Background: an optimization exercise with open tools, aiming at small area and a short achievable clock period. Do not read the settings as production practice. At most, simulation tests tie the RTL to the original design; equivalence was not proved. Function not checked in runs 1 to 4: the RTL went through the layout flow alone. Power is estimated from default activity; no workload was simulated.

## flow/design.v (module list and top-level ports; edited modules follow where they fit)
// module apbRegs: 58 lines
// module countdownTimer: 44 lines
// module digitGlyph: 33 lines
// module sceneHitTest: 89 lines
// module barrelHits: 744 lines
// module radiusSquare: 109 lines
// module absDiff10: 49 lines
// module fullAdder: 10 lines
// module halfAdder: 9 lines
// module pixelMixer: 13 lines
// module donkeyScreen: 51 lines
module donkeyScreen #(
    parameter int TimerStart      = 6059,
    parameter int FramesPerSecond = 60
) (
    input  logic                  frame_clk,
    input  logic                  reset,
    input  logic                  PSEL,
    input  logic                  PENABLE,
    input  logic                  PWRITE,
    input  logic [7:0]            PADDR,
    input  logic [15:0]           PWDATA,
    output logic [15:0]           PRDATA,
    output logic                  PREADY,
    output logic                  PSLVERR,
    input  logic                  frameStart,
    input  spritePkg::coordT      drawX,
    input  spritePkg::coordT      drawY,
    output spritePkg::colorT      rgb,
    output spritePkg::frameCountT timeLeft
);
  // ...
==> flow/flow/run.sh <==
#!/bin/bash
# The standard layout, with plain buffers on the ports instead of the delay cells
# that port buffering picks by default, and timing repair aimed at a shorter period than
# the clock (the margin); make's output goes to make_finish.log, each tool's to orfs/logs
set -euo pipefail
bash standard.sh finish BUFFER_PORTS_ARGS="-buffer_cell sky130_fd_sc_hd__buf_2" SETUP_SLACK_MARGIN=8 > make_finish.log 2>&1
==> flow/standard.sh <==
#!/bin/bash
# synth_recipe.tcl (not shown) runs the flow's synth.tcl, then flattens the netlist and writes it again
# the make line also repeats each setting of config.mk as NAME=value (left out here)
make -C /OpenROAD-flow-scripts/flow DESIGN_CONFIG=/design/flow/config.mk WORK_HOME=/design/flow/orfs CLKGATE_MAP_FILE= SYNTH_SCRIPT=/design/flow/synth_recipe.tcl "${@:-finish}"
==> flow/config.mk <==
export PLATFORM = sky130hd
export DESIGN_NAME = donkeyScreen
export DESIGN_NICKNAME = donkeyScreen
export VERILOG_FILES = /design/flow/design.v
export SDC_FILE = /design/flow/constraint.sdc
export NUM_CORES = 4
export LEC_CHECK = 0
export CAP_MARGIN = 20
export CORE_MARGIN = 2
export CORE_UTILIZATION = 40
export SLEW_MARGIN = 20
export SYNTH_HIERARCHICAL = 1
export SYNTH_MINIMUM_KEEP_SIZE = 0
==> flow/constraint.sdc <==
create_clock -name core_clock -period 14.0 [get_ports {frame_clk}]
set_input_delay 2.8000 -clock core_clock [delete_from_list [all_inputs] [get_ports {frame_clk}]]
set_output_delay 2.8000 -clock core_clock [all_outputs]
set_load 0.01 [all_outputs]
==> summary.md, run 1 <==
| Metric | Value |
|---|---|
| Status | `no timing/DRC/antenna violations` |
| Logic gate share of total power | `0.624` |
| DRC | `0` |
| WP depth | `5` |
| Multi-input combinational area share | `0.671` |
| Library cells used by synthesis | `96` |
| Peak supply drop | `slightly below 0.0001 V` |
| CP endpoint | `PRDATA[4]` |
| Setup TNS | `0 ns` |
| Met1 Track Usage GR | `0.260` |
| WS Path Type | `in -> out` |
| Num CTS Buffers | `17` |
| Crit path max-delay family | `simple AND/OR/NAND/NOR gates` |
| Synth warn | `10` |
| P_sw | `~1.2 mW` |
| Top FF cell, synth | `dfxtp_1` |
| CP peak stage delay | `about 0.33 ns` |
| Most frequent cells in the layout | `nand2_1 (238), fa_1 (215), inv_1 (170), ha_1 (106), buf_2 (74)` |
| Final HPWL DP | `~33,000 um` |
| RSZ-0062 raised after global routing | `yes` |
| Root Driver | `clkbuf_16` |
| Register bank with the most flops | `hitTest.radSq` |
| Post-Synthesis Cell Area | `about 0.017 mm2` |
| Top class by area | `multi-input gates` |
| Pwr top | `combinational cells` |
| P_seq | `0.574 mW` |
| Reg clk slew, reported paths | `around 0.06 ns` |
| Length of routed met2 wiring | `19,800 um` |
| CP cell instances | `buf_12 > nor3b_4 > nand2_1 > a21oi_2 > buf_2` |
| Final antenna-violating net count | `0` |
| Avg Cell Area, Syn | `9.70 um2` |
==> inputs of run 2 (changes only) <==
--- a/flow/config.mk
+++ b/flow/config.mk
@@ -8,6 +8,7 @@
 export CAP_MARGIN = 20
 export CORE_MARGIN = 2
 export CORE_UTILIZATION = 40
+export CTS_BUF_LIST = sky130_fd_sc_hd__clkbuf_4 sky130_fd_sc_hd__clkbuf_8
 export SLEW_MARGIN = 20
 export SYNTH_HIERARCHICAL = 1
 export SYNTH_MINIMUM_KEEP_SIZE = 0
==> run 2 against run 1 <==
Against the previous run:
- still clean on timing, DRC and antenna
- die area stayed put
- combinational power is essentially flat
- power is 4.5% lower
- sequential share of layout area up 0.20 points
- sequential power about the same
- clock skew rose by 0.0029 ns
- critical path type unchanged
- critical endpoint is now PRDATA[2]
- largest power group unchanged
==> summary.md, run 2 <==
| Metric | Value |
|---|---|
| IO Pins | `96` |
| RR Startpoint | `hitTest.dist1Y[4]` |
| Period utilization | `0.464` |
| Drt total wl | `just over 40,000 um` |
| Clock Sinks | `roughly 140` |
| Mean routed wirelength per cell | `18.3 um` |
| Slew headroom | `0.429` |
| Synth Instances | `between 1.5k and 2k` |
| Fmax | `~150 MHz` |
| Setup TNS | `0 ns (unchanged)` |
| Critical-path top delay cell | `nor3b_4` |
| CP Data Required Time | `~11 ns` |
| Die Area | `0.0430 mm2` |
| Post-Route Skew | `about 0.011 ns` |
| EDFF count, synth | `0` |
| Final nets | `roughly 2k` |
| Total GRT Usage | `0.195` |
| TritonRoute pass-1 iters | `5` |
| Main combinational cell family by area after synthesis | `adder cells` |
| Initial DRC count | `around 860` |
| Most instantiated cells after synthesis | `nand2_1 (239), fa_1 (215), inv_1 (171), ha_1 (106), mux2_2 (70)` |
| Core Util, Final | `0.429` |
| Crit end category | `output port` |
| Ys async rst share | `0.583` |
| Post-synthesis adder-cell area fraction | `0.342` |
| XOR/XNOR Fraction of Synth Area | `0.0249` |
| Max reg flops | `20` |
| Root Driver | `clkbuf_8` |
| Library cells used by synthesis | `96 (unchanged)` |
| Worst hold path class | `reg -> reg` |
| RSZ-0062 raised after global routing | `yes` |
| CP peak stage delay | `0.33 ns (about the same)` |
| N_diodes | `0` |
| Final Hold Viols | `0` |
| WHS Path Cells | `1` |
| I/O Buffers | `just under 80` |
| Die Ht | `207 um` |
| R2R depth | `14` |
| Register bank with the most flops | `hitTest.radSq` |
| Area leader, netlist | `fa_1` |
| Number of global-route vias before repair | `12.3k` |
| Crit path launch type | `primary input` |
| First-pass GRT wire length | `~67,000 um` |
| Die Wd | `between 200 and 250 um` |
| Post-synth top area share | `0.260` |
| Final HPWL DP | `32,800 um (unchanged)` |
| Compound-cell area share of the yosys netlist | `0.124` |
| Peak supply drop | `0.0000963 V (-2.7%)` |
| GRT overflow | `0` |
| PD cells | `around 140 mW/mm2` |
| Status | `no timing/DRC/antenna violations` |
| CTS tree | `built` |
| Inst Count DP | `between 2k and 2.5k` |
| HP Start | `hitTest.digitHit` |
| Worst r2r dst | `hitTest.code[0]` |
| Largest cells by area after synthesis | `fa_1 (26%), ha_1 (8.0%), dfxtp_1 (7.3%), dfrtp_1 (6.7%), dfstp_2 (6.4%)` |
| Seq cells post-synth | `between 100 and 150` |
| DRC | `0 (unchanged)` |
| Final setup viols | `0` |
| Post-synthesis simple-gate area fraction | `0.153` |
| Initial core utilization | `0.405` |
| Avg Cell Area, Syn | `9.70 um2 (unchanged)` |
| Top flop regs | `hitTest.radSq (20), timer.count (13)` |
| Final Max Slew Viols | `0` |
| Final antenna-violating net count | `0 (unchanged)` |
| Core footprint | `between 0.04 and 0.05 mm2` |
| Synth warn | `10 (unchanged)` |
| H-tree levels | `4` |
| Area delta synth->final | `5.88%` |
| Least-Margin Pin Slew | `around 0.86 ns` |
| CP Max Fanout | `8` |
| Sequential-to-total area share from yosys stat | `0.203` |
| Via count | `12.0k` |
| Post-Synthesis Cell Area | `0.0165 mm2 (unchanged)` |
| Mux contribution to synthesized area | `0.0622` |
| Top-count cell post-synth | `nand2_1` |
| DR vias/cell | `approximately 5.4` |
| Final cell count without fillers | `2,231` |
| Final period demand of the worst path | `roughly 6.5 ns` |
| Hold EP | `hitTest.code[0]` |
| GP Congestion | `roughly 0.87` |
| WS Path Type | `in -> out` |
| Max clock buf depth | `2` |
| Top FF cell, synth | `dfxtp_1` |
| R2R setup slack | `a little over 9 ns` |
| Worst-Skew Late Latency | `0.45 ns` |
| Commonest non-fill, non-tap cell in the layout | `nand2_1` |
| Maxcap violations | `0` |
| Initial antenna violation count | `0` |
| Largest net degree at the start of global routing | `between 50 and 60` |
| CP cell instances | `buf_12 > nor3b_4 > nand2_1 > a21oi_2 > buf_2` |
| Rows | `74` |
| CP arrival | `3.69 ns` |
| Layout cell share with drive strength beyond 1 | `0.175` |
| Reg clk slew, reported paths | `0.08 ns (+0.02 ns)` |
| Most frequent cells in the layout | `nand2_1 (238), fa_1 (215), inv_1 (170), ha_1 (106), buf_2 (74)` |
| Num CTS Buffers | `17 (unchanged)` |
| Leak Pwr | `roughly 7.6 nW` |
==> run 2: timing repair <==
item	4_1_cts	5_1_grt
gates resized for setup	34	3
pin swaps	13	8
gates cloned	2	2
endpoints found under the hold margin	0	0
endpoints found under the setup margin	11	11
setup buffers	4	1
hold buffers	0	0
==> run 2: where the power goes <==
part,switching (mW),internal (mW)
clock network,0.166,0.137
logic,0.889,0.760
registers,0.0985,0.475
==> run 2: cells by family (layout without fill, tap and decap cells) <==
logic type,count (synthesis),count (layout)
flops,144,144
compound gates,277,277
buf+inv,306,293
xor+xnor,47,47
other cells,5,12
mux,94,94
fa+ha+maj,323,323
simple gates,508,509
==> run 2: Yosys stat by module, one instance, submodules excluded, a selection <==
module | flops+latches | cells | area, um2
countdownTimer | 28 | 185 | 1770
digitGlyph | 0 | 48 | 342
absDiff10 | 0 | 90 | 707
radiusSquare | 0 | 155 | 1080
barrelHits | 0 | 396 | 1950
sceneHitTest | 65 | 145 | 1810
halfAdder | 0 | 1 | 12.5
fullAdder | 0 | 1 | 20.0
pixelMixer | 0 | 17 | 126
==> run 2: how the worst max path moves through the flow <==
stage | from | endpoint | slack [ns]
final | PADDR[2] | PRDATA[2] | 7.51
after global routing | PADDR[2] | PRDATA[2] | 7.42
after CTS | PADDR[3] | PRDATA[9] | 7.52
after detailed placement | PADDR[4] | PRDATA[2] | 6.80
after global placement | PADDR[4] | PRDATA[0] | 6.80
after floorplan | PADDR[3] | PRDATA[9] | 7.55
==> run 2: layer usage <==
metal / share of wire / GRT usage / vias to the layer above / wire, um
met2: 0.48 / 0.331 / 289 / 19700
met1: 0.45 / 0.260 / 5987 / 18200
li1: - / - / 5664 / -
met3: 0.038 / 0.0201 / 56 / 1530
met5: 0 / 0 / - / 0
met4: 0.032 / 0.0685 / 0 / 1320
==> run 2: worst max-delay path: cells and delay by family <==
family,cells,cell delay [ns]
AO/OA/AOI/OAI,1,0.18
AND/OR/NAND/NOR,2,0.44
buffers and inverters,2,0.27
==> run 2: layout make-up <==
type	count	area, um2
clock buffers	21	277
multi-input cells	1262	11900
repair buffers	90	618
inverters	171	643
fillers	3946	23300
clock inverters	11	81.3
well taps	532	666
flip-flops and latches	144	3350
==> run 2: metrics by stage <==
step                worst slack (ns)  cell area [um2]  total power [mW]  hold slack, ns
floorplan                       7.55            16700              1.84           0.426
global placement                6.80            16900              2.18           0.436
detailed placement              6.80            16900              2.24           0.439
CTS                             7.52            17400              2.56           0.450
global route                    7.42            17500              2.82           0.476
finish                          7.51            17500              2.53           0.446
==> inputs of run 3 (changes only) <==
--- a/flow/config.mk
+++ b/flow/config.mk
@@ -7,7 +7,7 @@
 export LEC_CHECK = 0
 export CAP_MARGIN = 20
 export CORE_MARGIN = 2
-export CORE_UTILIZATION = 40
+export CORE_UTILIZATION = 65
 export CTS_BUF_LIST = sky130_fd_sc_hd__clkbuf_4 sky130_fd_sc_hd__clkbuf_8
 export SLEW_MARGIN = 20
 export SYNTH_HIERARCHICAL = 1
==> run 3 against run 2 <==
Against the previous run:
- still clean on timing, DRC and antenna
- flip-flop and latch count did not move
- power rose by 4.3%
- worst setup slack got worse by 0.0069 ns
- worst hold slack improved by 0.013 ns
- first-iteration DRC count rose by 7.8%
- area after synthesis did not move
- sequential power barely moved
- die area fell by 38%
- global-route usage rose by 12 points
- critical path type unchanged
- highest routed layer unchanged
==> summary.md, run 3 <==
| Metric | Value |
|---|---|
| Status | `no timing/DRC/antenna violations` |
| Post-Synthesis Cell Area | `0.0165 mm2 (unchanged)` |
| Final nets | `2,057 (unchanged)` |
| Area of the multi-input gates | `0.0119 mm2 (+0.13%)` |
| Final Hold Viols | `0 (unchanged)` |
| Final HPWL DP | `31,800 um (-2.9%)` |
| CTS tree | `built` |
| N_diodes | `0 (unchanged)` |
| Reg area | `0.00335 mm2 (unchanged)` |
| Drt total wl | `40,300 um (-1.2%)` |
| Die Ht | `163 um (-21%)` |
| Largest cells by area after synthesis | `fa_1 (26%), ha_1 (8.0%), dfxtp_1 (7.3%), dfrtp_1 (6.7%), dfstp_2 (6.4%)` |
| Fmax | `154 MHz (-0.11%)` |
| EDFF count, synth | `0 (unchanged)` |
| Top flop regs | `hitTest.radSq (20), timer.count (13)` |
| Rows | `58 (-22%)` |
| GRT overflow | `0 (unchanged)` |
| Synth Instances | `1,704 (unchanged)` |
| Initial core utilization | `0.660 (+0.255)` |
| RSZ-0062 raised after global routing | `yes` |
| Critical-path top delay cell | `nor3b_4` |
| TritonRoute pass-1 iters | `5 (unchanged)` |
| Setup WS post-layout | `7.50 ns (-0.00690 ns)` |
| GP Congestion | `0.917 (+5.1%)` |
| Worst r2r dst | `hitTest.code[0]` |
| Mean routed wirelength per cell | `19.9 um (+8.6%)` |
| Area leader, netlist | `fa_1` |
| WHS Path Cells | `1 (unchanged)` |
| Clock Sinks | `144 (unchanged)` |
| Number of global-route vias before repair | `12.3k (-0.31%)` |
| Root Driver | `clkbuf_8` |
| Crit path max-delay family | `simple AND/OR/NAND/NOR gates` |
| Top-count cell post-synth | `nand2_1` |
| Maxcap violations | `0 (unchanged)` |
| Final setup viols | `0 (unchanged)` |
| Final Power | `2.64 mW (+4.3%)` |
| Die Area | `0.0267 mm2 (-38%)` |
| CP peak stage delay | `0.33 ns (about the same)` |
| Area delta synth->final | `5.13%` |
| Most frequent cells in the layout | `nand2_1 (238), fa_1 (215), inv_1 (170), ha_1 (106), buf_2 (74)` |
| Commonest non-fill, non-tap cell in the layout | `nand2_1` |
| Period utilization | `0.464 (+0.000493)` |
| Initial antenna violation count | `0 (unchanged)` |
| Ys async rst share | `0.583 (unchanged)` |
| RR Startpoint | `hitTest.dist1Y[4]` |
| Worst-Skew Late Latency | `0.46 ns (about the same)` |
| CP Data Required Time | `11.20 ns (about the same)` |
| Pre-CTS WS | `6.78 ns (-0.0201 ns)` |
| DR vias/cell | `6.06 (+13%)` |
| Die Wd | `163 um (-21%)` |
| Layout cell share with drive strength beyond 1 | `0.176 (+0.000589)` |
| DRC | `0 (unchanged)` |
| Hold EP | `hitTest.code[0]` |
| DP Area | `0.0166 mm2 (-1.5%)` |
| Largest net degree at the start of global routing | `52 (unchanged)` |
| PD cells | `152 mW/mm2 (+5.1%)` |
| Top FF cell, synth | `dfxtp_1` |
| Core footprint | `0.0250 mm2 (-39%)` |
| Buffer and inverter count on the worst path | `2 (unchanged)` |
| Initial DRC count | `922 (+7.8%)` |
| IO Pins | `96 (unchanged)` |
| R2R setup slack | `9.22 ns (-0.05 ns)` |
| Max reg flops | `20 (unchanged)` |
| Crit end category | `output port` |
| Seq cells post-synth | `144 (unchanged)` |
| Post-Route Skew | `0.0153 ns (+0.00420 ns)` |
| CP Max Fanout | `8 (unchanged)` |
| Slew headroom | `0.430 (+0.00158)` |
| Crit path launch type | `primary input` |
| Post-synth top area share | `0.260 (unchanged)` |
| Sequential-to-total area share from yosys stat | `0.203 (unchanged)` |
| Worst hold path class | `reg -> reg` |
| Most instantiated cells after synthesis | `nand2_1 (239), fa_1 (215), inv_1 (171), ha_1 (106), mux2_2 (70)` |
| Register bank with the most flops | `hitTest.radSq` |
| Fill cells | `1,955 (-50%)` |
| R2R depth | `14 (unchanged)` |
| Least-Margin Pin Slew | `0.854 ns (-0.00237 ns)` |
| Final antenna-violating net count | `0 (unchanged)` |
| Peak supply drop | `0.000282 V (+190%)` |
| Library cells used by synthesis | `96 (unchanged)` |
| Setup TNS | `0 ns (unchanged)` |
| First-pass GRT wire length | `65,600 um (-2.0%)` |
| WS Path Type | `in -> out` |
| I/O Buffers | `79 (unchanged)` |
| Reg clk slew, reported paths | `0.07 ns (about the same)` |
| Synth warn | `10 (unchanged)` |
| HP Start | `hitTest.digitHit` |
| Finished Cell Area | `0.0174 mm2 (-0.71%)` |
| Max clock buf depth | `2 (unchanged)` |
| Via count | `12.3k (+2.5%)` |
| Total GRT Usage | `0.319 (+0.124)` |
| H-tree levels | `4 (unchanged)` |
| Leak Pwr | `7.62 nW (+0.71%)` |
| Final period demand of the worst path | `6.50 ns (+0.00690 ns)` |
| CP cell instances | `buf_12 > nor3b_4 > nand2_1 > a21oi_2 > buf_2` |
| Avg Cell Area, Syn | `9.70 um2 (unchanged)` |
| Final Max Slew Viols | `0 (unchanged)` |
| CP arrival | `3.70 ns (about the same)` |
| Num CTS Buffers | `17 (unchanged)` |
==> run 3: power by group <==
group	total [mW]	internal, mW	switching (mW)
Sequential	0.571	0.475	0.0959
Combinational	1.67	0.765	0.910
Clock	0.390	0.222	0.168
==> run 3: per-layer routing <==
layer	track usage	wire, um
met1	0.437	17700
met2	0.525	19200
met3	0.0411	2030
met4	0.111	1400
met5	0	0
==> run 3: worst max-delay path by stage <==
stage,start,endpoint,cells after the start
floorplan,PADDR[3],PRDATA[9],5
global placement,PADDR[4],PRDATA[7],5
detailed placement,PADDR[4],PRDATA[4],5
CTS,PADDR[3],PRDATA[9],5
global route,PADDR[2],PRDATA[2],5
finish,PADDR[2],PRDATA[2],5
==> run 3: area by class of cell <==
class | count | area share
multi-input combinational | 1262 | 0.684
sequential | 144 | 0.193
inverter | 171 | 0.0370
timing repair buffer | 90 | 0.0357
tap | 330 | 0.0238
clock buffer | 20 | 0.0151
clock inverter | 12 | 0.0119
==> run 3: what timing repair did <==
item | CTS | global route
cloned | 4 | 0
pin swaps | 13 | 7
resized for setup | 39 | 3
hold buffers | 0 | 0
buffers inserted | 4 | 2
endpoints found under the setup margin | 11 | 11
==> run 3: cells by family after synthesis <==
logic type               synth area share
adder cells (fa/ha/maj)             0.342
other                             0.00114
AO/OA/AOI/OAI                       0.124
buffers and inverters              0.0900
AND/OR/NAND/NOR                     0.153
XOR/XNOR                           0.0249
flip-flops                          0.203
multiplexers                       0.0622
==> run 3: per-stage QoR <==
step,util,hold WS [ns],instances
floorplan,-,0.426,1711
global route,0.694,0.484,2029
detailed placement,0.663,0.446,1987
global placement,0.663,0.440,1987
finish,0.694,0.459,2029
CTS,0.693,0.459,2027
==> run 3: Yosys stat by module, one instance, submodules excluded, excerpt <==
module | cell area (um2) | cells inside
sceneHitTest | 1810 | 145
barrelHits | 1950 | 396
digitGlyph | 342 | 48
fullAdder | 20.0 | 1
pixelMixer | 126 | 17
radiusSquare | 1080 | 155
apbRegs | 2540 | 192
halfAdder | 12.5 | 1
countdownTimer | 1770 | 185
absDiff10 | 707 | 90
==> inputs of run 4 (changes only) <==
==> flow/flow/run.sh (replaced) <==
#!/bin/bash
# The standard layout, with plain buffers on the ports instead of the delay cells
# that port buffering picks by default, and timing repair aimed at a shorter period than
# the clock (the margin); make's output goes to make_finish.log, each tool's to orfs/logs
set -euo pipefail
bash standard.sh finish BUFFER_PORTS_ARGS="-buffer_cell sky130_fd_sc_hd__buf_1" SETUP_SLACK_MARGIN=8 > make_finish.log 2>&1
--- a/flow/config.mk
+++ b/flow/config.mk
@@ -7,8 +7,7 @@
 export LEC_CHECK = 0
 export CAP_MARGIN = 20
 export CORE_MARGIN = 2
-export CORE_UTILIZATION = 65
-export CTS_BUF_LIST = sky130_fd_sc_hd__clkbuf_4 sky130_fd_sc_hd__clkbuf_8
+export CORE_UTILIZATION = 40
 export SLEW_MARGIN = 20
 export SYNTH_HIERARCHICAL = 1
 export SYNTH_MINIMUM_KEEP_SIZE = 0
==> run 4 against run 3 <==
Against the previous run:
- still clean on timing, DRC and antenna
- combinational power is 2% lower
- die area up 61%
- worst hold slack worse by 0.011 ns
- non-clock buffer count grew 8
- first-iteration DRC count up 0.87%
- via count shrank 1.7%
- clock skew is 0.0061 ns lower
- critical endpoint is now PRDATA[9]
- largest cell class unchanged
==> summary.md, run 4 <==
| Metric | Value |
|---|---|
| GP Congestion | `0.876 (-4.5%)` |
| Largest net degree at the start of global routing | `52 (unchanged)` |
| Seq cells post-synth | `144 (unchanged)` |
| I/O Buffers | `79 (unchanged)` |
| Area leader, netlist | `fa_1` |
| Max clock buf depth | `2 (unchanged)` |
| Worst-Skew Late Latency | `0.43 ns (-0.03 ns)` |
| CP Max Fanout | `6 (-2)` |
| Avg Cell Area, Syn | `9.70 um2 (unchanged)` |
| Top FF cell, synth | `dfxtp_1` |
| Leak Pwr | `7.58 nW (-0.51%)` |
| Post-Route Skew | `0.00922 ns (-0.00610 ns)` |
| Total GRT Usage | `0.195 (-0.123)` |
| PD cells | `150 mW/mm2 (-1.0%)` |
| Max reg flops | `20 (unchanged)` |
| HP Start | `hitTest.digitHit` |
| CTS hold repair buffers | `0 (unchanged)` |
| Mean routed wirelength per cell | `18.3 um (-8.1%)` |
| Synth warn | `10 (unchanged)` |
| Post-synth top area share | `0.260 (unchanged)` |
| Via count | `12.1k (-1.7%)` |
| Final antenna-violating net count | `0 (unchanged)` |
| Number of global-route vias before repair | `12.5k (+2.0%)` |
| Most frequent cells in the layout | `nand2_1 (232), fa_1 (215), inv_1 (170), ha_1 (106), buf_1 (64)` |
| Drt total wl | `40,900 um (+1.4%)` |
| Status | `no timing/DRC/antenna violations` |
| Num CTS Buffers | `17 (unchanged)` |
| N_diodes | `0 (unchanged)` |
| Post-Synthesis Cell Area | `0.0165 mm2 (unchanged)` |
| Crit path launch type | `primary input` |
| Maxcap violations | `0 (unchanged)` |
| Final nets | `2,066 (+0.44%)` |
| Final HPWL DP | `32,600 um (+2.4%)` |
| Top-count cell post-synth | `nand2_1` |
| Fill cells | `3,919 (+100%)` |
| DRC | `0 (unchanged)` |
| Final Max Slew Viols | `0 (unchanged)` |
| Final setup viols | `0 (unchanged)` |
| Library cells used by synthesis | `96 (unchanged)` |
| Area delta synth->final | `7.63%` |
| Period utilization | `0.465 (+0.000570)` |
| Root Driver | `clkbuf_16` |
| Least-Margin Pin Slew | `0.859 ns (+0.00479 ns)` |
| Die Wd | `207 um (+27%)` |
| Crit end category | `output port` |
| Reg clk slew, reported paths | `0.06 ns (about the same)` |
| Final Hold Viols | `0 (unchanged)` |
| RSZ-0062 raised after global routing | `yes` |
| Top flop regs | `hitTest.radSq (20), timer.count (13)` |
| Core footprint | `0.0408 mm2 (+63%)` |
| CTS tree | `built` |
| H-tree levels | `4 (unchanged)` |
| Initial core utilization | `0.405 (-0.255)` |
| CP startpoint | `PADDR[3]` |
| CP Data Required Time | `11.20 ns (about the same)` |
| Fmax | `154 MHz (-0.12%)` |
| GRT overflow | `0 (unchanged)` |
| Setup TNS | `0 ns (unchanged)` |
| Peak supply drop | `0.000104 V (-63%)` |
| WS Path Type | `in -> out` |
| Register bank with the most flops | `hitTest.radSq` |
| Initial antenna violation count | `0 (unchanged)` |
| EDFF count, synth | `0 (unchanged)` |
| First-pass GRT wire length | `67,200 um (+2.4%)` |
| TritonRoute pass-1 iters | `5 (unchanged)` |
| Clock Sinks | `144 (unchanged)` |
| Hold WS | `0.448 ns (-0.0112 ns)` |
| Commonest non-fill, non-tap cell in the layout | `nand2_1` |
| CP arrival | `3.71 ns (about the same)` |
| Layout cell share with drive strength beyond 1 | `0.146 (-0.0302)` |
| Rows | `74 (+28%)` |
| Sequential-to-total area share from yosys stat | `0.203 (unchanged)` |
| Initial DRC count | `930 (+0.87%)` |
| Worst hold path class | `reg -> reg` |
| Core Util, Final | `0.436 (-0.258)` |
| RR Startpoint | `hitTest.dist1Y[4]` |
| DR vias/cell | `5.40 (-11%)` |
| Final period demand of the worst path | `6.51 ns (+0.00798 ns)` |
| Area of the multi-input gates | `0.0119 mm2 (+0.38%)` |
| Reg area | `0.00335 mm2 (unchanged)` |
| Slew headroom | `0.427 (-0.00320)` |
| Largest cells by area after synthesis | `fa_1 (26%), ha_1 (8.0%), dfxtp_1 (7.3%), dfrtp_1 (6.7%), dfstp_2 (6.4%)` |
| Most instantiated cells after synthesis | `nand2_1 (239), fa_1 (215), inv_1 (171), ha_1 (106), mux2_2 (70)` |
| Die Area | `0.0430 mm2 (+61%)` |
| IO Pins | `96 (unchanged)` |
| Die Ht | `207 um (+27%)` |
| Ys async rst share | `0.583 (unchanged)` |
| Synth Instances | `1,704 (unchanged)` |
==> run 4: cell types whose count changed in the layout (fill, tap and decap cells not counted), moves of 4 or more <==
cell and delta:
clkbuf_16 +18, nand2_1 -6, bufinv_16 -4, buf_4 +6, buf_1 +64, nand2_2 +4, clkbuf_8 -18, buf_2 -64
==> run 4: metal layers <==
layer / GRT usage / part of all wire
met1: 0.259 / 0.45
met2: 0.333 / 0.49
met3: 0.0218 / 0.032
met4: 0.0650 / 0.029
met5: 0 / 0
==> run 4: power by group <==
group          internal [mW]  switching [mW]  total (mW)
sequential             0.476           0.101       0.577
clock                  0.262           0.200       0.462
combinational          0.752           0.881        1.63
==> run 4: worst paths after layout <==
path,cells past startpoint,to,slack [ns]
max,5,PRDATA[9],7.49
max in group asynchronous,2,regs.barrelSize[2],10.85
max reg2reg,14,hitTest.code[0],9.26
min reg2reg,1,hitTest.code[0],0.45
min,1,hitTest.code[0],0.45
min in group asynchronous,2,hitTest.digitHit,2.39
==> run 4: worst max-delay path, cell delays in order <==
cell,delay (ns)
buf_16,0.12
mux2_4,0.30
a221oi_2,0.27
nor2_1,0.08
buf_2,0.14
==> run 4: area by class of cell <==
cell class | count | area share
clock inverters | 13 | 0.00767
repair buffers | 98 | 0.0345
flip-flops and latches | 144 | 0.189
multi-input cells | 1263 | 0.670
clock buffers | 19 | 0.0255
inverters | 171 | 0.0362
well taps | 532 | 0.0374
==> run 4: repair_timing <==
item	in CTS	in global routing
gates cloned	5	0
setup endpoints to repair	11	11
setup buffers	5	3
resized for setup	71	6
endpoints found under the hold margin	0	0
pin swaps	21	10
==> run 4: cells by family (layout without fill, tap and decap cells) <==
kind of cell | Yosys count | after routing | synth area share
and+or+nand+nor | 508 | 510 | 0.153
adders and majority gates | 323 | 323 | 0.342
buffers and inverters | 306 | 301 | 0.0900
AOI/OAI and AO/OA | 277 | 277 | 0.124
DFF | 144 | 144 | 0.203
muxes | 94 | 94 | 0.0622
xor gates and xnor gates | 47 | 47 | 0.0249
other | 5 | 12 | 0.00114
==> run 4: per-module statistics from Yosys (local to each module, per instance), a selection <==
module | flops+latches | cell area [um2] | cells | times used
radiusSquare | 0 | 1080 | 155 | 1
sceneHitTest | 65 | 1810 | 145 | 1
barrelHits | 0 | 1950 | 396 | 1
pixelMixer | 0 | 126 | 17 | 1
apbRegs | 51 | 2540 | 192 | 1
absDiff10 | 0 | 707 | 90 | 4
digitGlyph | 0 | 342 | 48 | 1
halfAdder | 0 | 12.5 | 1 | 7
countdownTimer | 28 | 1770 | 185 | 1
fullAdder | 0 | 20.0 | 1 | 199
==> run 4: metrics by stage <==
step	power [mW]	cells	worst slack, ns	cell area [um2]
3_5_place_dp	2.22	2195	6.54	16800
6_report	2.67	2240	7.49	17800
2_1_floorplan	1.84	1711	7.55	16700
3_3_place_gp	2.17	2195	6.57	16800
5_1_grt	2.96	2240	7.43	17800
4_1_cts	2.70	2237	7.54	17700
==> module countdownTimer, before the edit <==
module countdownTimer (
    input  logic                  frame_clk,
    input  logic                  reset,
    input  logic                  frameStart,
    input  logic                  timerRestart,
    output spritePkg::frameCountT timeLeft,
    output logic                  hundreds,
    output spritePkg::digitT      tens,
    output spritePkg::digitT      ones
);
    localparam logic [12:0] TimerStart = 13'd6059;
    logic [12:0] count;
    logic [5:0]  frames;
    logic        tick;
    logic        secBorrow;
    logic        onesBorrow;
    logic        tensBorrow;
    assign timeLeft = {3'd0, count};
    assign tick       = frameStart && (count != 13'd0);
    assign secBorrow  = (frames == 6'd0);
    assign onesBorrow = secBorrow && (ones == 4'd0);
    assign tensBorrow = onesBorrow && (tens == 4'd0);
    always_ff @(posedge frame_clk or posedge reset) begin
        if (reset) begin
            count    <= TimerStart;
            frames   <= 6'd59;
            ones     <= 4'd0;
            tens     <= 4'd0;
            hundreds <= 1'b1;
        end else if (timerRestart) begin
            count    <= TimerStart;
            frames   <= 6'd59;
            ones     <= 4'd0;
            tens     <= 4'd0;
            hundreds <= 1'b1;
        end else if (tick) begin
            count  <= count - 13'd1;
            frames <= secBorrow ? 6'd59 : frames - 6'd1;
            if (secBorrow) ones <= (ones == 4'd0) ? 4'd9 : ones - 4'd1;
            if (onesBorrow) tens <= (tens == 4'd0) ? 4'd9 : tens - 4'd1;
            if (tensBorrow) hundreds <= 1'b0;
        end
    end
endmodule
==> inputs of run 5 (changes only) <==
--- a/flow/design.v
+++ b/flow/design.v
@@ -82,27 +82,40 @@
 endmodule
 `timescale 1ns/1ps
 module countdownTimer (
-    input  logic                  frame_clk,
-    input  logic                  reset,
-    input  logic                  frameStart,
-    input  logic                  timerRestart,
+    input  logic        frame_clk,
+    input  logic        reset,
+    input  logic        frameStart,
+    input  logic        timerRestart,
     output spritePkg::frameCountT timeLeft,
-    output logic                  hundreds,
+    output logic        hundreds,
     output spritePkg::digitT      tens,
     output spritePkg::digitT      ones
 );
     localparam logic [12:0] TimerStart = 13'd6059;
     logic [12:0] count;
     logic [5:0]  frames;
-    logic        tick;
-    logic        secBorrow;
-    logic        onesBorrow;
-    logic        tensBorrow;
+    logic framesZero, onesZero, tensZero, tick, secTick, onesTick, tensTick;
+    logic [13:0] cb;    
+    logic [6:0]  fb;
+    logic [4:0]  ob, tb;
     assign timeLeft = {3'd0, count};
-    assign tick       = frameStart && (count != 13'd0);
-    assign secBorrow  = (frames == 6'd0);
-    assign onesBorrow = secBorrow && (ones == 4'd0);
-    assign tensBorrow = onesBorrow && (tens == 4'd0);
+    assign framesZero = (frames == 6'd0);
+    assign onesZero   = (ones == 4'd0);
+    assign tensZero   = (tens == 4'd0);
+    assign tick     = frameStart & ~(framesZero & onesZero & tensZero & ~hundreds);
+    assign secTick  = tick & framesZero;
+    assign onesTick = secTick & onesZero;
+    assign tensTick = onesTick & tensZero;
+    always_comb begin
+        cb[0] = tick;
+        for (int i = 0; i < 13; i++) cb[i+1] = cb[i] & ~count[i];
+        fb[0] = tick & ~framesZero;
+        for (int i = 0; i < 6; i++) fb[i+1] = fb[i] & ~frames[i];
+        ob[0] = secTick & ~onesZero;
+        for (int i = 0; i < 4; i++) ob[i+1] = ob[i] & ~ones[i];
+        tb[0] = onesTick & ~tensZero;
+        for (int i = 0; i < 4; i++) tb[i+1] = tb[i] & ~tens[i];
+    end
     always_ff @(posedge frame_clk or posedge reset) begin
         if (reset) begin
             count    <= TimerStart;
@@ -116,12 +129,12 @@
             ones     <= 4'd0;
             tens     <= 4'd0;
             hundreds <= 1'b1;
-        end else if (tick) begin
-            count  <= count - 13'd1;
-            frames <= secBorrow ? 6'd59 : frames - 6'd1;
-            if (secBorrow) ones <= (ones == 4'd0) ? 4'd9 : ones - 4'd1;
-            if (onesBorrow) tens <= (tens == 4'd0) ? 4'd9 : tens - 4'd1;
-            if (tensBorrow) hundreds <= 1'b0;
+        end else begin
+            count  <= count ^ cb[12:0];
+            frames <= frames ^ (fb[5:0] | {secTick, secTick, secTick, 1'b0, secTick, secTick});
+            ones   <= ones ^ (ob[3:0] | {onesTick, 2'b00, onesTick});
+            tens   <= tens ^ (tb[3:0] | {tensTick, 2'b00, tensTick});
+            if (tensTick) hundreds <= 1'b0;
         end
     end
 endmodule
==> flow/flow/run.sh (replaced) <==
#!/bin/bash
# The standard layout, with plain buffers on the ports instead of the delay cells
# that port buffering picks by default, and timing repair aimed at a shorter period than
# the clock (the margin); make's output goes to make_finish.log, each tool's to orfs/logs
set -euo pipefail
bash standard.sh finish BUFFER_PORTS_ARGS="-buffer_cell sky130_fd_sc_hd__buf_2" SETUP_SLACK_MARGIN=8.6 > make_finish.log 2>&1
--- a/flow/config.mk
+++ b/flow/config.mk
@@ -8,6 +8,7 @@
 export CAP_MARGIN = 20
 export CORE_MARGIN = 2
 export CORE_UTILIZATION = 40
+export CTS_BUF_LIST = sky130_fd_sc_hd__clkbuf_4 sky130_fd_sc_hd__clkbuf_8
 export SLEW_MARGIN = 20
 export SYNTH_HIERARCHICAL = 1
 export SYNTH_MINIMUM_KEEP_SIZE = 0
==> run 5 against run 4 <==
Against the previous run:
- via count is 4.3% lower
- global-route usage rose by 0.33 points
- worst setup slack worse by 0.022 ns
- highest routed layer unchanged
- die area is 1.8% lower
- clock-buffer cell count unchanged
- core utilization is 0.15 points lower
- sequential power decreased by 5.5%
- sequential share of layout area up 0.50 points
- still clean on timing, DRC and antenna
- largest cell class unchanged
==> summary.md, run 5 <==
| Metric | Value |
|---|---|
| Final antenna-violating net count | `0 (unchanged)` |
| CTS hold repair buffers | `0 (unchanged)` |
| Post-synth top area share | `0.265 (+0.00492)` |
| TritonRoute pass-1 iters | `5 (unchanged)` |
| Library cells used by synthesis | `94 (-2.1%)` |
| Slew headroom | `0.421 (-0.00592)` |
| Final setup viols | `0 (unchanged)` |
| PD cells | `144 mW/mm2 (-4.2%)` |
| Reg area | `0.00335 mm2 (unchanged)` |
| Top FF cell, synth | `dfxtp_1` |
| Register bank with the most flops | `hitTest.radSq` |
| Area of the multi-input gates | `0.0116 mm2 (-2.8%)` |
| Synth warn | `10 (unchanged)` |
| Reg clk slew, reported paths | `0.09 ns (+0.03 ns)` |
| CTS tree | `built` |
| Final cell count without fillers | `2,187 (-2.4%)` |
| RSZ-0062 raised after global routing | `yes` |
| Drt total wl | `39,300 um (-3.9%)` |
| Worst hold path class | `reg -> reg` |
| Die Area | `0.0422 mm2 (-1.8%)` |
| Initial core utilization | `0.406 (+0.00162)` |
| CP Data Required Time | `11.20 ns (about the same)` |
| WS Path Type | `in -> out` |
| Final Max Slew Viols | `0 (unchanged)` |
| Die Ht | `205 um (-0.91%)` |
| Number of global-route vias before repair | `12.2k (-2.4%)` |
| Ys async rst share | `0.583 (unchanged)` |
| Clock Sinks | `144 (unchanged)` |
| GP Congestion | `0.850 (-3.0%)` |
| Fill cells | `3,819 (-2.6%)` |
| Mean routed wirelength per cell | `18.0 um (-1.5%)` |
| Rows | `73 (-1.4%)` |
| Final HPWL DP | `31,500 um (-3.2%)` |
| Setup TNS | `0 ns (unchanged)` |
| Core footprint | `0.0399 mm2 (-2.2%)` |
| CP Max Fanout | `5 (-1)` |
| Max clock buf depth | `2 (unchanged)` |
| Fmax | `153 MHz (-0.33%)` |
| I/O Buffers | `79 (unchanged)` |
| Core Util, Final | `0.434 (-0.00150)` |
| Top flop regs | `hitTest.radSq (20), timer.count (13)` |
| Initial DRC count | `792 (-15%)` |
| GRT overflow | `0 (unchanged)` |
| DR vias/cell | `5.29 (-2.0%)` |
| Avg Cell Area, Syn | `9.76 um2 (+0.63%)` |
| Total GRT Usage | `0.199 (+0.00329)` |
| H-tree levels | `4 (unchanged)` |
| Largest cells by area after synthesis | `fa_1 (27%), ha_1 (8.9%), dfxtp_1 (7.4%), dfrtp_1 (6.8%), dfstp_2 (6.5%)` |
| Pre-CTS WS | `6.80 ns (+0.256 ns)` |
| Most frequent cells in the layout | `nand2_1 (231), fa_1 (215), inv_1 (168), ha_1 (115), buf_2 (74)` |
| EDFF count, synth | `0 (unchanged)` |
| Max reg flops | `20 (unchanged)` |
| IO Pins | `96 (unchanged)` |
| Crit path launch type | `primary input` |
| Die Wd | `205 um (-0.91%)` |
| Layout cell share with drive strength beyond 1 | `0.181 (+0.0347)` |
| Final Hold Viols | `0 (unchanged)` |
| Most instantiated cells after synthesis | `nand2_1 (232), fa_1 (215), inv_1 (170), ha_1 (115), mux2_2 (69)` |
| Largest net degree at the start of global routing | `52 (unchanged)` |
| Post-Synthesis Cell Area | `0.0162 mm2 (-1.9%)` |
| DRC | `0 (unchanged)` |
| Num CTS Buffers | `17 (unchanged)` |
| Setup WS post-layout | `7.47 ns (-0.0216 ns)` |
| Root Driver | `clkbuf_8` |
| Crit end category | `output port` |
| Area delta synth->final | `6.84%` |
| Maxcap violations | `0 (unchanged)` |
| Area leader, netlist | `fa_1` |
| Inst Count DP | `2,142 (-2.4%)` |
| Period utilization | `0.466 (+0.00154)` |
| Worst-Skew Late Latency | `0.46 ns (+0.03 ns)` |
| Final nets | `2,029 (-1.8%)` |
| First-pass GRT wire length | `65,200 um (-3.0%)` |
| Sequential-to-total area share from yosys stat | `0.207 (+0.00384)` |
| Initial antenna violation count | `0 (unchanged)` |
| Top-count cell post-synth | `nand2_1` |
| Peak supply drop | `0.000123 V (+19%)` |
| Post-Route Skew | `0.0115 ns (+0.00231 ns)` |
| Leak Pwr | `7.71 nW (+1.7%)` |
| Synth Instances | `1,662 (-2.5%)` |
| Status | `no timing/DRC/antenna violations` |
| Final period demand of the worst path | `6.53 ns (+0.0216 ns)` |
| Least-Margin Pin Slew | `0.868 ns (+0.00987 ns)` |
| Via count | `11.6k (-4.3%)` |
| CP arrival | `3.73 ns (+0.02 ns)` |
| N_diodes | `0 (unchanged)` |
| Seq cells post-synth | `144 (unchanged)` |
| Commonest non-fill, non-tap cell in the layout | `nand2_1` |
[run 5: report_power, final]
group          leakage [nW]  switching (mW)  internal, mW
registers              1.49          0.0777         0.467
clock network         0.202           0.173         0.171
logic                  6.03           0.871         0.733
total                  7.71            1.12          1.37
[run 5: per-module statistics from Yosys, one instance, submodules excluded, excerpt]
module | cells inside | copies in the design
barrelHits | 401 | 1
apbRegs | 192 | 1
pixelMixer | 17 | 1
countdownTimer | 138 | 1
halfAdder | 1 | 7
fullAdder | 1 | 199
digitGlyph | 48 | 1
[run 5: critical path, stage by stage]
cell	delay, ns
buf_12	0.10
nor2b_4	0.18
buf_6	0.14
buf_12	0.09
a22oi_2	0.07
a21oi_2	0.19
buf_2	0.16
[run 5: what timing repair did]
item,4_1_cts,5_1_grt
setup endpoints to repair,11,12
resized for setup,44,2
endpoints found under the hold margin,0,0
setup buffers,9,0
pin swaps,12,2
gates cloned,4,0
[run 5: cells by family (layout without fill, tap and decap cells)]
| kind of cell | Yosys count | in the layout | share of synthesized area |
|---|---|---|---|
| AO/OA/AOI/OAI | 252 | 252 | 0.114 |
| buffers and inverters | 308 | 300 | 0.0906 |
| other | 5 | 12 | 0.00116 |
| AND/OR/NAND/NOR | 479 | 480 | 0.143 |
| XOR/XNOR | 50 | 50 | 0.0270 |
| adder cells (fa/ha/maj) | 332 | 332 | 0.355 |
| multiplexers | 92 | 92 | 0.0621 |
| flip-flops | 144 | 144 | 0.207 |
[run 5: layout make-up]
cell class	count	area share
well taps	525	0.0379
multi-input cells	1218	0.669
clock buffers	19	0.0151
inverters	177	0.0384
clock inverters	13	0.00874
repair buffers	91	0.0376
flip-flops and latches	144	0.194
[run 5: worst paths after layout]
kind / startpoint / end / slack (ns) / cells past startpoint
hold / removal: hitTest.digitHit / hitTest.code[0] / 0.47 / 1
setup / recovery: PADDR[2] / PRDATA[8] / 7.47 / 7
max in group asynchronous: reset / regs.barrelSize[8] / 10.94 / 2
hold reg to reg: hitTest.digitHit / hitTest.code[0] / 0.47 / 1
setup reg to reg: hitTest.dist0X[2] / hitTest.code[0] / 9.22 / 12
min in group asynchronous: reset / hitTest.distValid / 2.29 / 2
[run 5: routing by layer]
metal	GRT usage	up-vias	routed length [um]
li1	-	5452	-
met4	0.0632	0	1100
met2	0.337	250	19100
met1	0.265	5816	17900
met5	0	-	0
met3	0.0231	52	1290
[run 5: through the flow]
stage                     total power, mW  hold slack, ns  cell area [um2]
final                                2.49           0.472            17300
after global routing                 2.77           0.492            17300
after CTS                            2.51           0.472            17300
after detailed placement             2.14           0.451            16600
after global placement               2.10           0.436            16600
after floorplan                      1.78           0.426            16300
==> inputs of run 6 (changes only) <==
==> flow/flow/run.sh (replaced) <==
#!/bin/bash
# The standard layout, with plain buffers on the ports instead of the delay cells
# that port buffering picks by default, and timing repair aimed at a shorter period than
# the clock (the margin); make's output goes to make_finish.log, each tool's to orfs/logs
set -euo pipefail
bash standard.sh finish BUFFER_PORTS_ARGS="-buffer_cell sky130_fd_sc_hd__buf_2" SETUP_SLACK_MARGIN=7.5 > make_finish.log 2>&1
==> run 6 against run 5 <==
Against the previous run:
- via count decreased by 0.20%
- first-iteration DRC count down 11%
- area after synthesis unchanged
- synthesized cell count unchanged
- global-route usage shrank 0.26 points
- routed wire length decreased by 0.58%
- fmax fell by 0.37%
- flip-flop and latch count is the same
- design area is 0.45% lower
- sequential share of layout area grew 0.088 points
==> summary.md, run 6 <==
| Metric | Value |
|---|---|
| Fill cells | `3,811 (-0.21%)` |
| RR Startpoint | `hitTest.dist1X[1]` |
| CTS tree | `built` |
| Synth Instances | `1,662 (unchanged)` |
| Crit path launch type | `primary input` |
| Mean routed wirelength per cell | `17.9 um (-0.44%)` |
| Initial core utilization | `0.406 (unchanged)` |
| Clock Sinks | `144 (unchanged)` |
| Max reg flops | `20 (unchanged)` |
| H-tree levels | `4 (unchanged)` |
| Hold WS | `0.467 ns (-0.00537 ns)` |
| Die Area | `0.0422 mm2 (unchanged)` |
| Logic gate share of total power | `0.639 (-0.004)` |
| Maxcap violations | `0 (unchanged)` |
| DRC | `0 (unchanged)` |
| Area leader, netlist | `fa_1` |
| Rows | `73 (unchanged)` |
| Final Power | `2.51 mW (+0.66%)` |
| Most frequent cells in the layout | `nand2_1 (231), fa_1 (215), inv_1 (168), ha_1 (115), buf_2 (76)` |
| Final Max Slew Viols | `0 (unchanged)` |
| CTS hold repair buffers | `0 (unchanged)` |
| EDFF count, synth | `0 (unchanged)` |
| Die Ht | `205 um (unchanged)` |
| Hold EP | `hitTest.code[1]` |
| CP Data Required Time | `11.20 ns (about the same)` |
| Fmax | `153 MHz (-0.37%)` |
| Library cells used by synthesis | `94 (unchanged)` |
| Final period demand of the worst path | `6.55 ns (+0.0242 ns)` |
| First-pass GRT wire length | `64,600 um (-0.90%)` |
| Die Wd | `205 um (unchanged)` |
| Final HPWL DP | `31,400 um (-0.52%)` |
| IO Pins | `96 (unchanged)` |
| TritonRoute pass-1 iters | `5 (unchanged)` |
| Area delta synth->final | `6.35%` |
| Top-count cell post-synth | `nand2_1` |
| Core footprint | `0.0399 mm2 (unchanged)` |
| Most instantiated cells after synthesis | `nand2_1 (232), fa_1 (215), inv_1 (170), ha_1 (115), mux2_2 (69)` |
| Period utilization | `0.468 (+0.00173)` |
| Total GRT Usage | `0.196 (-0.00258)` |
| Ys async rst share | `0.583 (unchanged)` |
| Status | `no timing/DRC/antenna violations` |
| Sw Share | `0.448 (-0.00182)` |
| Post-Route Skew | `0.0166 ns (+0.00506 ns)` |
| Worst-Skew Late Latency | `0.46 ns (about the same)` |
| Root Driver | `clkbuf_8` |
| Layout cell share with drive strength beyond 1 | `0.175 (-0.00510)` |
| DR vias/cell | `5.29 (about the same)` |
| Worst hold path class | `reg -> reg` |
| Reg area | `0.00335 mm2 (unchanged)` |
| N_diodes | `0 (unchanged)` |
| Final setup viols | `0 (unchanged)` |
| Post-Synthesis Cell Area | `0.0162 mm2 (unchanged)` |
| Initial DRC count | `706 (-11%)` |
| R2R setup slack | `9.21 ns (about the same)` |
| Top flop regs | `hitTest.radSq (20), timer.count (13)` |
| CP arrival | `3.75 ns (+0.02 ns)` |
| Peak supply drop | `0.0000961 V (-22%)` |
| Number of global-route vias before repair | `12.1k (-0.84%)` |
| Avg Cell Area, Syn | `9.76 um2 (unchanged)` |
| Synth warn | `10 (unchanged)` |
| Post-synth top area share | `0.265 (unchanged)` |
| Least-Margin Pin Slew | `0.874 ns (+0.00601 ns)` |
| Sequential-to-total area share from yosys stat | `0.207 (unchanged)` |
| Area of the multi-input gates | `0.0116 mm2 (-0.27%)` |
| Setup TNS | `0 ns (unchanged)` |
| Crit end category | `output port` |
| Slew headroom | `0.417 (-0.00401)` |
| Largest net degree at the start of global routing | `52 (unchanged)` |
| CP Max Fanout | `6 (+1)` |
| Top FF cell, synth | `dfxtp_1` |
| PD cells | `145 mW/mm2 (+1.1%)` |
| Pint | `1.38 mW (+0.99%)` |
| RSZ-0062 raised after global routing | `yes` |
| Leak Pwr | `7.68 nW (-0.39%)` |
| Final nets | `2,026 (-0.15%)` |
| Final Hold Viols | `0 (unchanged)` |
| Via count | `11.5k (-0.20%)` |
| GP Congestion | `0.858 (+0.95%)` |
| I/O Buffers | `79 (unchanged)` |
| Worst r2r dst | `hitTest.code[0]` |
| P_sw | `1.12 mW (+0.25%)` |
| GRT overflow | `0 (unchanged)` |
| HP Start | `hitTest.digitHit` |
| Seq cells post-synth | `144 (unchanged)` |
| Max clock buf depth | `2 (unchanged)` |
| Register bank with the most flops | `hitTest.radSq` |
| Clock power frac | `0.144 (+0.006)` |
| Commonest non-fill, non-tap cell in the layout | `nand2_1` |
| R2R depth | `12 (unchanged)` |
| WS Path Type | `in -> out` |
| Reg clk slew, reported paths | `0.08 ns (about the same)` |
| Power share of the sequential group | `0.217 (-0.002)` |
| WHS Path Cells | `1 (unchanged)` |
| Largest cells by area after synthesis | `fa_1 (27%), ha_1 (8.9%), dfxtp_1 (7.4%), dfrtp_1 (6.8%), dfstp_2 (6.5%)` |
| Drt total wl | `39,100 um (-0.58%)` |
| Num CTS Buffers | `17 (unchanged)` |
| Final antenna-violating net count | `0 (unchanged)` |
| Initial antenna violation count | `0 (unchanged)` |
==> run 6: cell types whose count changed in the layout (fill, tap and decap cells not counted), moves of 3 or more <==
cell / delta
a21oi_1: +3
a21oi_2: -3
buf_12: -3
buf_6: -4
==> run 6: layout make-up <==
class | count | area share
Clock buffer | 19 | 0.0144
Clock inverter | 13 | 0.0102
Tap cell | 525 | 0.0381
Sequential cell | 144 | 0.194
Multi-Input combinational cell | 1219 | 0.670
Timing Repair Buffer | 87 | 0.0342
Inverter | 177 | 0.0386
==> run 6: metrics by stage <==
| step | cells | util | cell area [um2] | worst slack [ns] |
|---|---|---|---|---|
| floorplan | 1669 | - | 16300 | 7.50 |
| global placement | 2142 | 0.414 | 16500 | 6.88 |
| detailed placement | 2142 | 0.414 | 16500 | 6.87 |
| CTS | 2182 | 0.430 | 17100 | 7.49 |
| global route | 2184 | 0.432 | 17200 | 7.40 |
| finish | 2184 | 0.432 | 17200 | 7.45 |
==> run 6: timing repair <==
item | in CTS | in global routing
gates resized for setup | 28 | 13
gates cloned | 4 | 2
setup buffers | 4 | 0
pin swaps | 9 | 6
endpoints found under the hold margin | 0 | 0
setup endpoints to repair | 10 | 10
==> run 6: worst max path at each step <==
stage	from	endpoint	slack, ns
after floorplan	PADDR[3]	PRDATA[9]	7.50
after global placement	PADDR[4]	PRDATA[1]	6.88
after detailed placement	PADDR[4]	PRDATA[8]	6.87
after CTS	PADDR[3]	PRDATA[8]	7.49
after global routing	PADDR[3]	PRDATA[9]	7.40
final	PADDR[3]	PRDATA[9]	7.45
==> run 6: per-module statistics from Yosys (local to each module, per instance), a selection <==
module | copies in the design | cells
apbRegs | 1 | 192
barrelHits | 1 | 401
sceneHitTest | 1 | 145
countdownTimer | 1 | 138
radiusSquare | 1 | 155
absDiff10 | 4 | 90
digitGlyph | 1 | 48
pixelMixer | 1 | 17
fullAdder | 199 | 1
halfAdder | 7 | 1
==> run 6: critical path, stage by stage <==
cell	delay, ns
buf_16	0.12
mux2_4	0.30
a221oi_2	0.31
nor2_1	0.08
buf_2	0.15
==> run 6: cell families (layout without fill, tap and decap cells) <==
logic type,count (synthesis),in the layout,share of synthesized area
adder cells (fa/ha/maj),332,332,0.355
AND/OR/NAND/NOR,479,481,0.143
flip-flops,144,144,0.207
AO/OA/AOI/OAI,252,252,0.114
buffers and inverters,308,296,0.0906
other,5,12,0.00116
multiplexers,92,92,0.0621
XOR/XNOR,50,50,0.0270
==> run 6: metal layers <==
metal,track usage,share of wire
met3,0.0228,0.035
met1,0.262,0.45
met4,0.0683,0.029
met5,0,0
met2,0.329,0.48
==> run 6: power groups by stage <==
| stage | clock network (mW) | logic, mW | registers (mW) |
|---|---|---|---|
| final | 0.361 | 1.60 | 0.545 |
| after global routing | 0.385 | 1.85 | 0.555 |
| after CTS | 0.367 | 1.61 | 0.545 |
| after detailed placement | 0 | 1.60 | 0.553 |
| after global placement | 0 | 1.54 | 0.552 |
| after floorplan | 0 | 1.28 | 0.500 |
==> inputs of run 7 (changes only) <==
==> flow/flow/run.sh (replaced) <==
#!/bin/bash
# The standard layout, with plain buffers on the ports instead of the delay cells
# that port buffering picks by default, and timing repair aimed at a shorter period than
# the clock (the margin); make's output goes to make_finish.log, each tool's to orfs/logs
set -euo pipefail
bash standard.sh finish BUFFER_PORTS_ARGS="-buffer_cell sky130_fd_sc_hd__buf_2" SETUP_SLACK_MARGIN=8 > make_finish.log 2>&1
==> run 7 against run 6 <==
Against the previous run:
- still clean
- synthesized cell count did not move
- clock-buffer cell count is the same
- area after synthesis unchanged
- clock power is 5% lower
- flip-flop and latch count stayed put
- critical endpoint is now PRDATA[8]
- largest cell class unchanged
==> summary.md, run 7 <==
| Metric | Value |
|---|---|
| Final nets | `2,029 (+0.15%)` |
| Area leader, netlist | `fa_1` |
| CP Max Fanout | `5 (-1)` |
| Mean routed wirelength per cell | `18.0 um (+0.45%)` |
| CP arrival | `3.73 ns (-0.02 ns)` |
| Top FF cell, synth | `dfxtp_1` |
| Sequential-to-total area share from yosys stat | `0.207 (unchanged)` |
| Total GRT Usage | `0.199 (+0.00258)` |
| Fill cells | `3,819 (+0.21%)` |
| Least-Margin Pin Slew | `0.868 ns (-0.00601 ns)` |
| WS Path Type | `in -> out` |
| Worst hold path class | `reg -> reg` |
| First-pass GRT wire length | `65,200 um (+0.91%)` |
| Wire length on met1 | `17,900 um (+0.77%)` |
| Area of the multi-input gates | `0.0116 mm2 (+0.27%)` |
| Final HPWL DP | `31,500 um (+0.52%)` |
| Initial core utilization | `0.406 (unchanged)` |
| Critical-path top delay cell | `a21oi_2` |
| Via count | `11.6k (+0.20%)` |
| EDFF count, synth | `0 (unchanged)` |
| Seq cells post-synth | `144 (unchanged)` |
| CP cell instances | `buf_12 > nor2b_4 > buf_6 > buf_12 > a22oi_2 > a21oi_2 > buf_2` |
| Worst r2r dst | `hitTest.code[0]` |
| Largest cells by area after synthesis | `fa_1 (27%), ha_1 (8.9%), dfxtp_1 (7.4%), dfrtp_1 (6.8%), dfstp_2 (6.5%)` |
| I/O Buffers | `79 (unchanged)` |
| Crit path launch type | `primary input` |
| Num CTS Buffers | `17 (unchanged)` |
| Synth Instances | `1,662 (unchanged)` |
| R2R depth | `12 (unchanged)` |
| Fmax | `153 MHz (+0.37%)` |
| Avg Cell Area, Syn | `9.76 um2 (unchanged)` |
| Final antenna-violating net count | `0 (unchanged)` |
| GRT overflow | `0 (unchanged)` |
| Leak Pwr | `7.71 nW (+0.39%)` |
| CP peak stage delay | `0.19 ns (-0.12 ns)` |
| Peak supply drop | `0.000123 V (+29%)` |
| Length of routed met2 wiring | `19,100 um (+1.1%)` |
| Max reg flops | `20 (unchanged)` |
| Top-count cell post-synth | `nand2_1` |
| Post-Synthesis Cell Area | `0.0162 mm2 (unchanged)` |
| R2R setup slack | `9.22 ns (about the same)` |
| Die Area | `0.0422 mm2 (unchanged)` |
| N_diodes | `0 (unchanged)` |
| Status | `no timing/DRC/antenna violations` |
| Rows | `73 (unchanged)` |
| RR Startpoint | `hitTest.dist0X[2]` |
| Drt total wl | `39,300 um (+0.58%)` |
| Initial antenna violation count | `0 (unchanged)` |
| Layout cell share with drive strength beyond 1 | `0.181 (+0.00510)` |
| Top layer in use | `met4` |
| Final Max Slew Viols | `0 (unchanged)` |
| WL met3 | `1290 um (-4.4%)` |
| Buffer and inverter count on the worst path | `4 (+2)` |
| Final Hold Viols | `0 (unchanged)` |
| Clock Sinks | `144 (unchanged)` |
| Library cells used by synthesis | `94 (unchanged)` |
| Max clock buf depth | `2 (unchanged)` |
| Register bank with the most flops | `hitTest.radSq` |
| Number of global-route vias before repair | `12.2k (+0.85%)` |
| GP Congestion | `0.850 (-0.94%)` |
| Commonest non-fill, non-tap cell in the layout | `nand2_1` |
| Hold WS | `0.472 ns (+0.00537 ns)` |
| IO Pins | `96 (unchanged)` |
| CTS hold repair buffers | `0 (unchanged)` |
| Setup TNS | `0 ns (unchanged)` |
| Post-synth top area share | `0.265 (unchanged)` |
| TritonRoute pass-1 iters | `5 (unchanged)` |
| Top flop regs | `hitTest.radSq (20), timer.count (13)` |
| Die Ht | `205 um (unchanged)` |
| Worst-Skew Late Latency | `0.46 ns (about the same)` |
| Ys async rst share | `0.583 (unchanged)` |
| Most frequent CP cell | `buf_12` |
| Hold EP | `hitTest.code[0]` |
| Reg area | `0.00335 mm2 (unchanged)` |
| Reg clk slew, reported paths | `0.09 ns (about the same)` |
| Final period demand of the worst path | `6.53 ns (-0.0242 ns)` |
| Synth warn | `10 (unchanged)` |
| RSZ-0062 raised after global routing | `yes` |
| Slew headroom | `0.421 (+0.00401)` |
| Area delta synth->final | `6.84%` |
| Most instantiated cells after synthesis | `nand2_1 (232), fa_1 (215), inv_1 (170), ha_1 (115), mux2_2 (69)` |
| Core Util, Final | `0.434 (+0.00198)` |
| CTS tree | `built` |
| Crit end category | `output port` |
| Period utilization | `0.466 (-0.00173)` |
| DRC | `0 (unchanged)` |
| Post-Route Skew | `0.0115 ns (-0.00506 ns)` |
| Most frequent cells in the layout | `nand2_1 (231), fa_1 (215), inv_1 (168), ha_1 (115), buf_2 (74)` |
| Largest net degree at the start of global routing | `52 (unchanged)` |
| Core footprint | `0.0399 mm2 (unchanged)` |
| CP Data Required Time | `11.20 ns (about the same)` |
| Crit path max-delay family | `buffers and inverters` |
| H-tree levels | `4 (unchanged)` |
| WHS Path Cells | `1 (unchanged)` |
| Root Driver | `clkbuf_8` |
| DR vias/cell | `5.29 (about the same)` |
| HP Start | `hitTest.digitHit` |
| Final setup viols | `0 (unchanged)` |
| Initial DRC count | `792 (+12%)` |
| Maxcap violations | `0 (unchanged)` |
| PD cells | `144 mW/mm2 (-1.1%)` |
| Die Wd | `205 um (unchanged)` |
run 7: cell types whose count changed in the layout (fill, tap and decap cells not counted), moves of 3 or more:
cell     before  now
buf_12        1    4
a21oi_2       7   10
buf_6         0    4
a21oi_1      52   49
run 7: stage by stage:
stage / area (um2) / instances / worst slack [ns] / power (mW)
after floorplan: 16300 / 1669 / 7.55 / 1.78
after global placement: 16600 / 2142 / 6.84 / 2.10
after detailed placement: 16600 / 2142 / 6.80 / 2.14
after CTS: 17300 / 2187 / 7.50 / 2.51
after global routing: 17300 / 2187 / 7.44 / 2.76
final: 17300 / 2187 / 7.47 / 2.49
run 7: cells by family after synthesis:
logic type	count (synthesis)	share of synthesized area
and+or+nand+nor	479	0.143
buffers and inverters	308	0.0906
DFF	144	0.207
AOI/OAI and AO/OA	252	0.114
xor gates and xnor gates	50	0.0270
other	5	0.00116
adders and majority gates	332	0.355
muxes	92	0.0621
run 7: worst max-delay path by stage:
| stage | from | endpoint | slack [ns] | depth (start not counted) |
|---|---|---|---|---|
| 2_1_floorplan | PADDR[3] | PRDATA[9] | 7.55 | 5 |
| 3_3_place_gp | PADDR[4] | PRDATA[4] | 6.84 | 5 |
| 4_1_cts | PADDR[3] | PRDATA[9] | 7.50 | 5 |
| 5_1_grt | PADDR[2] | PRDATA[0] | 7.44 | 5 |
| 6_report | PADDR[2] | PRDATA[8] | 7.47 | 7 |
| 3_5_place_dp | PADDR[4] | PRDATA[0] | 6.80 | 5 |
run 7: repair_timing:
item | 4_1_cts | 5_1_grt
gates resized for setup | 44 | 1
pin swaps | 12 | 2
endpoints found under the setup margin | 11 | 11
setup buffers | 9 | 0
endpoints found under the hold margin | 0 | 0
gates cloned | 4 | 0
run 7: final cells by class:
type,instances,share of cell area
clock buffer,19,0.0151
inverter,177,0.0384
sequential,144,0.194
multi-input combinational,1218,0.669
timing repair buffer,91,0.0376
clock inverter,13,0.00874
tap,525,0.0379
run 7: routing by layer:
| metal | GRT usage | vias up |
|---|---|---|
| met5 | 0 | - |
| li1 | - | 5452 |
| met4 | 0.0632 | 0 |
| met1 | 0.265 | 5816 |
| met2 | 0.337 | 250 |
| met3 | 0.0231 | 52 |
run 7: where the power goes:
group	total (mW)	internal, mW	switching [mW]
clock	0.344	0.171	0.173
sequential	0.545	0.467	0.0777
combinational	1.60	0.732	0.871
total	2.49	1.37	1.12
run 7: per-module statistics from Yosys, one instance, submodules excluded, excerpt:
module,area (um2),copies in the design,cells inside
radiusSquare,1080,1,155
pixelMixer,126,1,17
absDiff10,707,4,90
digitGlyph,342,1,48
fullAdder,20.0,199,1
barrelHits,1980,1,401
apbRegs,2540,1,192
countdownTimer,1420,1,138
halfAdder,12.5,7,1

## static timing again, ports no longer ideal
The flow's constraints put no driver on any port. The routed layouts listed below were extracted and timed again, unchanged, in two steps. Step 1 (the two cells are an assumption about what drives the block):
set clk [get_ports {frame_clk}]
set_driving_cell -lib_cell sky130_fd_sc_hd__clkbuf_16 $clk
set_driving_cell -lib_cell sky130_fd_sc_hd__buf_2 [delete_from_list [all_inputs] $clk]
Step 2 also shifts input and output timing later by t, the mid clock arrival at the registers, as if the neighbouring blocks saw the same clock. Slacks: ideal / step 1 / step 2; pairs: ideal / step 1.
run | shift t [ns] | setup WS [ns] | slew at the worst register clock pin (ns) | cell pins on the clock port's net
run 1 | 0.476 | 7.511 / 7.274 / 7.274 | 0.06 / 0.06 | 1
run 2 | 0.494 | 7.506 / 7.277 / 7.277 | 0.09 / 0.09 | 1
run 3 | 0.506 | 7.499 / 7.270 / 7.270 | 0.09 / 0.09 | 1
run 4 | 0.473 | 7.491 / 7.271 / 7.271 | 0.07 / 0.07 | 1
run 5 | 0.502 | 7.469 / 7.248 / 7.248 | 0.09 / 0.09 | 1
run 6 | 0.496 | 7.445 / 7.242 / 7.242 | 0.09 / 0.09 | 1
run 7 | 0.502 | 7.469 / 7.248 / 7.248 | 0.09 / 0.09 | 1
After both steps setup and hold are still met in every run listed. The setup slack of run 1, which loses most, moves by -0.237 ns with the drivers and by -0.237 ns with both steps.
